This design comes from an exercise in tuning for small area and a short achievable clock period on the open sky130 flow, not from production work. Only simulation tests tie the RTL to the original design; equivalence was not proved.

==> build 74 <==
==> flow/design.v (excerpt) <==
module bfp_dot_product (
    input  logic                    i_clk,
    input  logic                    i_reset_n,
    input  logic                    i_valid,
    input  logic [(8 + 16 * (3 + 1))-1:0] i_act,
    input  logic [(8 + 16 * (3 + 1))-1:0] i_weight,
    output logic                    o_valid,
    output logic [(1 + 8 + 23)-1:0]        o_result
);
Settings: LEC_CHECK=0, CAP_MARGIN=20, CORE_MARGIN=2, CORE_UTILIZATION=40, SLEW_MARGIN=20; clock period 10.5 ns.
standard.sh (not shown) runs the stock make flow with config.mk's settings and CLKGATE_MAP_FILE= SYNTH_SCRIPT=/design/flow/synth_recipe.tcl, a recipe that flattens the netlist after the stock synthesis.
==> flow/flow/run.sh <==
#!/bin/bash
# Own layout flow: the standard ORFS flow, with these changes in how the layout is made:
#  - the port buffers are sky130_fd_sc_hd__buf_1 cells (buffer_ports picks a delay cell otherwise);
#  - synthesis skips the generic ABC pass inside Yosys's synth (SYNTH_ARGS=-noabc), so the
#    full adders are extracted from the design's own gates (fewer inverters); the script
#    is still synth_recipe.tcl, so registers keep their names and cell types;
#  - timing repair aims for extra setup slack (SETUP_SLACK_MARGIN), only on the worst endpoints;
#  - ABC maps for area (ABC_AREA=1), leaving speed to the timing repair;
#  - clock tree synthesis inserts no dummy loads (CTS_ARGS, otherwise ORFS's own arguments).
# The clock period and constraints are the standard flow's, unchanged.
set -euo pipefail
export BUFFER_PORTS_ARGS="-buffer_cell sky130_fd_sc_hd__buf_1"
export SYNTH_ARGS="-noabc"
export SETUP_SLACK_MARGIN=7.15
export TNS_END_PERCENT=${TNS:-5}
export ABC_AREA=1
export CTS_ARGS="-sink_clustering_enable -repair_clock_nets -dont_use_dummy_load"
bash standard.sh > standard.log 2>&1
==> inputs of build 17, as changes to build 74 <==
==> flow/flow/run.sh (replaced) <==
#!/bin/bash
# Own layout flow: the standard ORFS flow, with these changes in how the layout is made:
#  - the port buffers are sky130_fd_sc_hd__buf_1 cells (buffer_ports picks a delay cell otherwise);
#  - synthesis skips the generic ABC pass inside Yosys's synth (SYNTH_ARGS=-noabc), so the
#    full adders are extracted from the design's own gates (fewer inverters); the script
#    is still synth_recipe.tcl, so registers keep their names and cell types;
#  - timing repair aims for extra setup slack (SETUP_SLACK_MARGIN), only on the worst endpoints.
# The clock period and constraints are the standard flow's, unchanged.
set -euo pipefail
export BUFFER_PORTS_ARGS="-buffer_cell sky130_fd_sc_hd__buf_1"
export SYNTH_ARGS="-noabc"
export SETUP_SLACK_MARGIN=7.0
export TNS_END_PERCENT=${TNS:-5}
export ABC_AREA=1
bash standard.sh > standard.log 2>&1
==> inputs of trial 32, as changes to build 74 <==
==> flow/flow/run.sh (replaced) <==
#!/bin/bash
# Own layout flow: the standard ORFS flow, with these changes in how the layout is made:
#  - the port buffers are sky130_fd_sc_hd__buf_1 cells (buffer_ports picks a delay cell otherwise);
#  - synthesis skips the generic ABC pass inside Yosys's synth (SYNTH_ARGS=-noabc), so the
#    full adders are extracted from the design's own gates (fewer inverters); the script
#    is still synth_recipe.tcl, so registers keep their names and cell types;
#  - timing repair aims for extra setup slack (SETUP_SLACK_MARGIN), only on the worst endpoints.
# The clock period and constraints are the standard flow's, unchanged.
set -euo pipefail
export BUFFER_PORTS_ARGS="-buffer_cell sky130_fd_sc_hd__buf_1"
export SYNTH_ARGS="-noabc"
export SETUP_SLACK_MARGIN=7.1
export TNS_END_PERCENT=20
export ABC_AREA=1
bash standard.sh > standard.log 2>&1
==> summary.txt <==
quantity                                                                                      build 74                        trial 32                        build 17
Result of the run                                                              complete, no violations         complete, no violations         complete, no violations
Clock-pin slew of the registers on the worst-case setup and hold paths                         0.05 ns                         0.07 ns                         0.07 ns
Post-placement setup slack                                                                     6.57 ns                         6.58 ns                         6.60 ns
Met2 routed wirelength                                                                        16400 um                        16800 um                        16000 um
Final standard cell count with taps included and fillers excluded                                 1978                            2003                            1989
Fraction of met2 tracks used by global routing                                                   38.0%                           39.1%                           37.6%
Critical Path End                                                       bfp_product_array_inst.o_r[48]  bfp_product_array_inst.o_r[47]  bfp_product_array_inst.o_r[19]
Non-clock buffering overhead                                                                     4.54%                           4.96%                           4.30%
Vias/cell                                                                                         4.66                            4.64                            4.62
Ratio of final minimum period to clock period                                                    32.9%                           32.6%                           32.8%
Share of cell area taken by multi-input logic gates                                              61.8%                           61.0%                           61.0%
Setup ws final                                                                                 7.04 ns                         7.08 ns                         7.06 ns
R2R setup slack                                                                                7.09 ns                         7.13 ns                         7.09 ns


==> v29 <==
bfp_dot_product, a different RTL version from the one above (not shown whole).
==> flow/config.mk <==
export PLATFORM = sky130hd
export DESIGN_NAME = bfp_dot_product
export DESIGN_NICKNAME = bfp_dot_product
export VERILOG_FILES = /design/flow/design.v
export SDC_FILE = /design/flow/constraint.sdc
export NUM_CORES = 4
export LEC_CHECK = 0
export CAP_MARGIN = 20
export CORE_MARGIN = 2
export CORE_UTILIZATION = 40
export SLEW_MARGIN = 20
==> flow/constraint.sdc <==
create_clock -name core_clock -period 10.5 [get_ports {i_clk}]
set_input_delay 2.1000 -clock core_clock [delete_from_list [all_inputs] [get_ports {i_clk}]]
set_output_delay 2.1000 -clock core_clock [all_outputs]
set_load 0.01 [all_outputs]
==> flow/flow/run.sh <==
#!/bin/bash
# Own layout flow: the standard ORFS flow, with these changes in how the layout is made:
#  - the port buffers are sky130_fd_sc_hd__buf_1 cells (buffer_ports picks a delay cell otherwise);
#  - synthesis skips the generic ABC pass inside Yosys's synth (SYNTH_ARGS=-noabc), so the
#    full adders are extracted from the design's own gates (fewer inverters); the script
#    is still synth_recipe.tcl, so registers keep their names and cell types;
#  - timing repair aims for extra setup slack (SETUP_SLACK_MARGIN), only on the worst endpoints;
#  - ABC maps for area (ABC_AREA=1), leaving speed to the timing repair;
#  - clock tree synthesis inserts no dummy loads (CTS_ARGS, otherwise ORFS's own arguments).
# The clock period and constraints are the standard flow's, unchanged.
set -euo pipefail
export BUFFER_PORTS_ARGS="-buffer_cell sky130_fd_sc_hd__buf_1"
export SYNTH_ARGS="-noabc"
export SETUP_SLACK_MARGIN=6.85
export TNS_END_PERCENT=1
export ABC_AREA=1
export CTS_ARGS="-sink_clustering_enable -repair_clock_nets -dont_use_dummy_load"
bash standard.sh > standard.log 2>&1
==> v38: changes against v29 <==
--- a/flow/flow/run.sh
+++ b/flow/flow/run.sh
@@ -13,4 +13,4 @@
 export SYNTH_ARGS="-noabc"
-export SETUP_SLACK_MARGIN=6.85
-export TNS_END_PERCENT=1
+export SETUP_SLACK_MARGIN=7.0
+export TNS_END_PERCENT=${TNS:-5}
 export ABC_AREA=1
==> v3: changes against v29 <==
--- a/flow/flow/run.sh
+++ b/flow/flow/run.sh
@@ -13,4 +13,4 @@
 export SYNTH_ARGS="-noabc"
-export SETUP_SLACK_MARGIN=6.85
-export TNS_END_PERCENT=1
+export SETUP_SLACK_MARGIN=6.5
+export TNS_END_PERCENT=${TNS:-5}
 export ABC_AREA=1
==> comparison <==
v38 completed with no timing, DRC or antenna violations. v29 passed the timing, design-rule and antenna checks. v3 finished clean.
Global-route usage, highest first: v38, v29, v3.
In synthesized area, v38 and v29 do not differ.
In critical path depth, v29 and v38 do not differ.
In die area, v3 and v29 do not differ.
Core utilization, lowest first: v3, v29, v38.
Worst hold slack: v38 < v3 < v29.
Of v29 and v3, v29 has the higher routed wire length (gap about 2.5%, measured against v3).
In count of clock-buffer cells in the layout, v38 and v29 do not differ.


==> violet: inputs <==
bfp_dot_product, a different RTL version from the one above (not shown whole).
clock: 10.5 ns
lec_check: 0
cap_margin: 20
core_margin: 2
core_utilization: 40
slew_margin: 20
==> flow/flow/run.sh <==
#!/bin/bash
# Own layout flow: the standard ORFS flow, with these changes in how the layout is made:
#  - the port buffers are sky130_fd_sc_hd__buf_1 cells (buffer_ports picks a delay cell otherwise);
#  - synthesis skips the generic ABC pass inside Yosys's synth (SYNTH_ARGS=-noabc), so the
#    full adders are extracted from the design's own gates (fewer inverters); the script
#    is still synth_recipe.tcl, so registers keep their names and cell types;
#  - timing repair aims for extra setup slack (SETUP_SLACK_MARGIN), only on the worst endpoints.
# The clock period and constraints are the standard flow's, unchanged.
set -euo pipefail
export BUFFER_PORTS_ARGS="-buffer_cell sky130_fd_sc_hd__buf_1"
export SYNTH_ARGS="-noabc"
export SETUP_SLACK_MARGIN=${MARGIN:-7.2}
export TNS_END_PERCENT=${TNS:-5}
bash standard.sh > standard.log 2>&1
==> inputs of harbor, as changes to violet <==
==> flow/flow/run.sh (replaced) <==
#!/bin/bash
# Own layout flow: the standard ORFS flow, with two changes in how the layout is made:
#  - the port buffers are sky130_fd_sc_hd__buf_1 cells (buffer_ports picks a delay cell otherwise);
#  - timing repair aims for extra setup slack (SETUP_SLACK_MARGIN), only on the worst endpoints.
# The clock period and constraints are the standard flow's, unchanged.
set -euo pipefail
export BUFFER_PORTS_ARGS="-buffer_cell sky130_fd_sc_hd__buf_1"
export SETUP_SLACK_MARGIN=${MARGIN:-7.2}
export TNS_END_PERCENT=${TNS:-5}
bash standard.sh > standard.log 2>&1
==> summary of the runs <==
- In utilization, violet and harbor hardly differ.
- Cell area: violet is smaller than harbor (about 5.5%).
- Synthesized cell count: harbor is larger than violet (12%).
- Of harbor and violet, violet has the higher worst setup slack (gap 2.0 ps).
- Register-to-register slack is about the same in harbor and violet.
- Sequential cell count is the same in harbor and violet.
- Via count: violet is smaller than harbor (6.4%).
- Count of clock-buffer cells in the layout: harbor is higher than violet (1).
==> figures <==
quantity                                                                                      harbor     violet
Run status                                                          no timing/DRC/antenna violations  no timing/DRC/antenna violations
Number of search-and-repair iterations in the first detailed-routing pass                          8          6
Number of unique standard cell types used by synthesis                                            98         93
Worst path setup slack after routing                                                         6880 ps    6880 ps
Post-CTS clock slew at the launch and capture registers of the worst setup and hold paths      70 ps      80 ps
Global Route met1 Usage                                                                        25.8%      26.6%
Setup WS pre-CTS                                                                             5990 ps    6190 ps
Endpoint of the worst setup timing path                                                    s3_res[7]  s3_res[8]
Data required time of the worst path                                                        10880 ps   10870 ps
Multiplexer share of the synthesized area                                                     0.551%     0.939%
Placeable core region                                                                      38600 µm²  36500 µm²
Die Span Y                                                                                    202 µm     196 µm
Sequential share of the synthesized area                                                       22.6%      23.9%
DRC marker count from the first detailed-route iteration                                         985        744
Wire length on met3                                                                          1690 µm    1970 µm
Layout overhead on the synthesized area                                                        13.3%      13.4%
Post-Place Cells                                                                                2578       2319

## port drivers added, routing unchanged
The results above use ideal ports. As a check the final layouts listed here were re-extracted and re-timed, cells and wires unchanged.
Step 1: set_driving_cell puts a clkbuf_16 on i_clk and a buf_2 on each other input, an assumption about the parent block.
Step 2, shift: input delay + t, output delay - t, t = (earliest + latest rising clock arrival at the registers) / 2. This alone moves slack from input paths to output paths.
Three values: ideal ports, drivers, drivers and shift; two values: the first two.
run	t (ns)	setup WS [ns]	worst setup path after step 2	slew at the worst register clock pin (ns)	pins driven straight from the clock port
build 74	0.468	7.044 / 7.072 / 6.604	input to register	0.08 / 0.08	1
build 17	0.471	7.055 / 7.079 / 6.608	input to register	0.07 / 0.07	1
trial 32	0.479	7.077 / 7.107 / 6.628	input to register	0.07 / 0.07	1
v29	0.480	7.016 / 7.042 / 6.562	input to register	0.08 / 0.08	1
v38	0.462	7.009 / 7.034 / 6.572	input to register	0.08 / 0.08	1
v3	0.465	6.729 / 6.753 / 6.288	input to register	0.08 / 0.08	1
violet	0.487	6.884 / 6.884 / 6.757	input to register	0.09 / 0.09	1
harbor	0.491	6.882 / 6.882 / 6.771	input to register	0.08 / 0.08	1
After both steps setup and hold are still met in every run listed. For v29, which loses most, drivers alone change the setup slack by +0.026 ns; drivers and shift together by -0.454 ns.
